Context: an optimization exercise on an open-source flow, tuned for small area and a short achievable clock period. The choices shown serve that exercise and are no tape-out recipe.
Only simulation tests tie the RTL to the original design; equivalence was not proved.
The clock port is modelled as an ideal driver; clocking choices that lean on that would not hold on a real chip.
Power is estimated from default activity; no workload was simulated.

## imem_pipe
module imem_pipe (
  input  logic        clk,
  input  logic        rst_n,
  input  logic        fetch_req,
  input  logic [31:0] fetch_pc,
  output logic        fetch_ready,
  input  logic        stall,
  input  logic        flush,
  output logic        instr_valid,
  output logic [31:0] instr,
  output logic [31:0] instr_pc,
  output logic        fault,
  input  logic        load_en,
  input  logic [29:0] load_addr,
  input  logic [31:0] load_data,
  output logic        load_err,
  output logic        busy
);
For scale: roughly 7800 cells after synthesis, ~4200 flip-flops, about 170 I/O pins, about 150000 µm² of cells after synthesis.
==> flow/config.mk <==
export PLATFORM = sky130hd
export DESIGN_NAME = imem_pipe
export DESIGN_NICKNAME = imem_pipe
export VERILOG_FILES = /design/flow/design.v
export SDC_FILE = /design/flow/constraint.sdc
export NUM_CORES = 4
export LEC_CHECK = 0
export CAP_MARGIN = 70
export CORE_MARGIN = 2
export CORE_UTILIZATION = 62
export CTS_CLUSTER_DIAMETER = 100
export CTS_CLUSTER_SIZE = 30
export SETUP_SLACK_MARGIN = 0.3
export SLEW_MARGIN = 50
export SYNTH_HIERARCHICAL = 1
export SYNTH_MINIMUM_KEEP_SIZE = 0
==> flow/constraint.sdc <==
create_clock -name core_clock -period 3.8 [get_ports {clk}]
set_input_delay 0.7600 -clock core_clock [delete_from_list [all_inputs] [get_ports {clk}]]
set_output_delay 0.7600 -clock core_clock [all_outputs]
set_load 0.01 [all_outputs]
standard.sh (not shown) runs the stock make flow with config.mk's settings and CLKGATE_MAP_FILE= SYNTH_SCRIPT=/design/flow/synth_recipe.tcl, a recipe that flattens the netlist after the stock synthesis.
==> flow/flow/run.sh <==
#!/bin/bash
# The standard layout, with a per-endpoint sizing and buffering pass on the slowest setup
# paths after CTS (flow/post_cts.tcl). The make output goes to standard_flow.log; each ORFS
# step keeps its own log under orfs/logs.
set -euo pipefail
W=$(pwd)
bash standard.sh POST_CTS_TCL="$W/flow/post_cts.tcl" finish > "$W/standard_flow.log" 2>&1
==> flow/flow/post_cts.tcl <==
# After CTS: per-endpoint sizing and buffering of the slowest setup paths (epopt.tcl), then
# legalize the placement again.
source [file join [file dirname [info script]] epopt.tcl]
estimate_parasitics -placement
report_worst_slack -max
report_design_area
if {[catch {ep_run 8 0.25 64 900} err]} { puts "ep_run failed: $err"; estimate_parasitics -placement }
detailed_placement
check_placement -verbose
estimate_parasitics -placement
report_worst_slack -max
report_design_area
Other scripts of this flow, unchanged in this note and not shown: flow/flow/epopt.tcl
The baseline finished clean.
==> next run, changes <==
--- a/flow/flow/post_cts.tcl
+++ b/flow/flow/post_cts.tcl
@@ -5,5 +5,9 @@
 report_worst_slack -max
 report_design_area
-if {[catch {ep_run 8 0.25 64 900} err]} { puts "ep_run failed: $err"; estimate_parasitics -placement }
+# First the slow stages only, then every stage of the worst paths.
+set ::ep_mindelay 0.28
+if {[catch {ep_run 8 0.25 64 360} err]} { puts "ep_run failed: $err"; estimate_parasitics -placement }
+set ::ep_mindelay 0.12
+if {[catch {ep_run 8 0.25 64 420} err]} { puts "ep_run failed: $err"; estimate_parasitics -placement }
 detailed_placement
 check_placement -verbose
Register-to-register slack is worse by 0.02 ns. Fmax goes up by a few percent. Wire length barely changes. Power barely changes. Worst hold slack degrades by 0.015 ns. Clock power hardly moves.
==> next run, changes <==
==> flow/flow/post_cts.tcl (replaced) <==
# After CTS: per-endpoint sizing and buffering of the slowest setup paths (epopt.tcl), then
# legalize the placement again.
source [file join [file dirname [info script]] epopt.tcl]
estimate_parasitics -placement
report_worst_slack -max
report_design_area
if {[catch {ep_run 8 0.25 64 900} err]} { puts "ep_run failed: $err"; estimate_parasitics -placement }
detailed_placement
check_placement -verbose
estimate_parasitics -placement
report_worst_slack -max
report_design_area
- CORE_UTILIZATION: 62 -> 55
Setup slack loses 0.12 ns; first-iteration DRC count went down by 8.1%; power went up by 0.84%; fmax went down by 3.7%; clock power went up by about 3%; register-to-register slack is about the same; global-route usage went down by 4.7 points; die area went up by 13%.

---

imem_pipe, a different RTL version from the one above (not shown whole).
Size: ~4200 flip-flops, ~170 I/O pins, roughly 150000 um^2 of cells after synthesis.
clock: 3.8 ns
lec_check: 0
cap_margin: 20
core_margin: 2
core_utilization: 55
cts_cluster_diameter: 100
cts_cluster_size: 30
setup_slack_margin: 1.0
slew_margin: 20
synth_hierarchical: 1
synth_minimum_keep_size: 0
==> flow/flow/run.sh <==
#!/bin/bash
# The standard layout, with a greedy sizing pass on the worst setup paths after CTS.
set -euo pipefail
W=$(pwd)
bash standard.sh POST_CTS_TCL="$W/flow/post_cts.tcl" finish > "$W/standard_flow.log" 2>&1
==> flow/flow/gsize.tcl <==
# Greedy sizing of cells on the worst setup paths: try each same-function drive strength.
proc gs_family {master} {
  if {[regexp {^(sky130_fd_sc_hd__[a-z0-9]+)_([0-9]+)$} $master -> fam drv]} { return $fam }
  return ""
}
proc gs_cands {fam} {
  set out {}
  foreach lc [get_lib_cells ${fam}_*] {
    set n [get_name $lc]
    if {[regexp "^${fam}_\[0-9\]+\$" $n]} { lappend out $n }
  }
  return $out
}
proc gs_run {npaths maxiter} {
  set dont {sky130_fd_sc_hd__clkbuf sky130_fd_sc_hd__clkinv sky130_fd_sc_hd__clkinvlp}
  for {set it 0} {$it < $maxiter} {incr it} {
    set ws0 [sta::worst_slack_cmd max]
    set improved 0
    set names {}
    foreach path [find_timing_paths -path_delay max -group_path_count $npaths -sort_by_slack] {
      foreach pt [get_property $path points] {
        set pin [get_property $pt pin]
        if {[get_property $pin direction] ne "output"} continue
        set inst [get_cells -quiet -of_objects $pin]
        if {$inst eq ""} continue
        set iname [get_full_name $inst]
        if {[lsearch -exact $names $iname] < 0} { lappend names $iname }
      }
    }
    foreach iname $names {
        set inst [get_cells $iname]
        set m [get_property $inst ref_name]
        set fam [gs_family $m]
        if {$fam eq "" || [lsearch -exact $dont $fam] >= 0} continue
        set best $m; set bestws [sta::worst_slack_cmd max]
        foreach c [gs_cands $fam] {
          if {$c eq $m} continue
          replace_cell $inst $c
          set w [sta::worst_slack_cmd max]
          if {$w > $bestws + 1e-12} { set best $c; set bestws $w }
        }
        replace_cell $inst $best
        if {$best ne $m} { incr improved; puts "GS $iname $m -> $best ws [format %.3f $bestws]" }
    }
    set ws1 [sta::worst_slack_cmd max]
    puts "GS iter $it ws $ws0 -> $ws1 changes $improved"
    if {$improved == 0} break
  }
}
==> flow/flow/post_cts.tcl <==
# After CTS: greedy drive-strength sizing of the cells on the worst setup paths, then
# legalize the placement again.
source [file join [file dirname [info script]] gsize.tcl]
estimate_parasitics -placement
report_worst_slack -max
gs_run 20 40
detailed_placement
check_placement -verbose
estimate_parasitics -placement
report_worst_slack -max
report_design_area
The first run finished clean.
==> next run, changes <==
==> flow/run.sh (new file) <==
#!/bin/bash
# synth_recipe.tcl (not shown) runs the flow's synth.tcl, then flattens the netlist and writes it again
# the make line also repeats each setting of config.mk as NAME=value (left out here)
make -C /OpenROAD-flow-scripts/flow DESIGN_CONFIG=/design/flow/config.mk WORK_HOME=/design/flow/orfs CLKGATE_MAP_FILE= SYNTH_SCRIPT=/design/flow/synth_recipe.tcl finish
--- a/flow/config.mk
+++ b/flow/config.mk
@@ -13 +13 @@
-export SETUP_SLACK_MARGIN = 1.0
+export SETUP_SLACK_MARGIN = 1.6
removed: flow/flow/run.sh
removed: flow/flow/gsize.tcl
removed: flow/flow/post_cts.tcl
removed: flow/standard.sh
Outcome: Routed wire length went up by a few percent; final area went up slightly; hold slack got worse by 0.0081 ns; core utilization went up by 0.78 points; via count went up by a few percent; critical path depth went up by 1; clock power is about the same.

==> re-timing with driven ports <==
Ports are ideal in the flow. The routed layouts listed here were re-timed in OpenROAD.
Step 1 sets driving cells, clkbuf_16 on the clock port and buf_2 on the other inputs (assumed; they add their load-dependent delay and slew).
Step 2 times the ports against the registers' clock, not the clock port: input delays grow and output delays shrink by t, the midpoint of the rising clock arrivals with the driver on.
Slacks: no drivers / after step 1 / after step 2; pairs: no drivers / after step 1.
| run | t (ns) | setup WS [ns] | worst hold slack (ns) | worst setup path after step 2 | worst data-port slew with drivers (ns) |
|---|---|---|---|---|---|
| the first run of note 1 | 0.988 | 0.679 / 0.758 / -0.230 | 0.212 / 0.135 / 0.493 | input to register | 0.13 |
| the second run of note 1 | 0.981 | 0.780 / 0.859 / -0.122 | 0.196 / 0.120 / 0.495 | input to register | 0.13 |
| the third run of note 1 | 1.000 | 0.664 / 0.733 / -0.266 | 0.141 / 0.077 / 0.473 | input to register | 0.07 |
| the first run of note 2 | 0.936 | 0.253 / 0.297 / -0.639 | 0.085 / 0.036 / 0.465 | input to register | 0.12 |
| the second run of note 2 | 0.950 | 0.020 / 0.070 / -0.880 | 0.076 / 0.022 / 0.463 | input to register | 0.13 |
With both steps, setup timing fails in every run listed, where it was met with ideal ports. The setup slack of the third run of note 1, which loses most, moves by +0.069 ns with the drivers and by -0.930 ns with both steps.
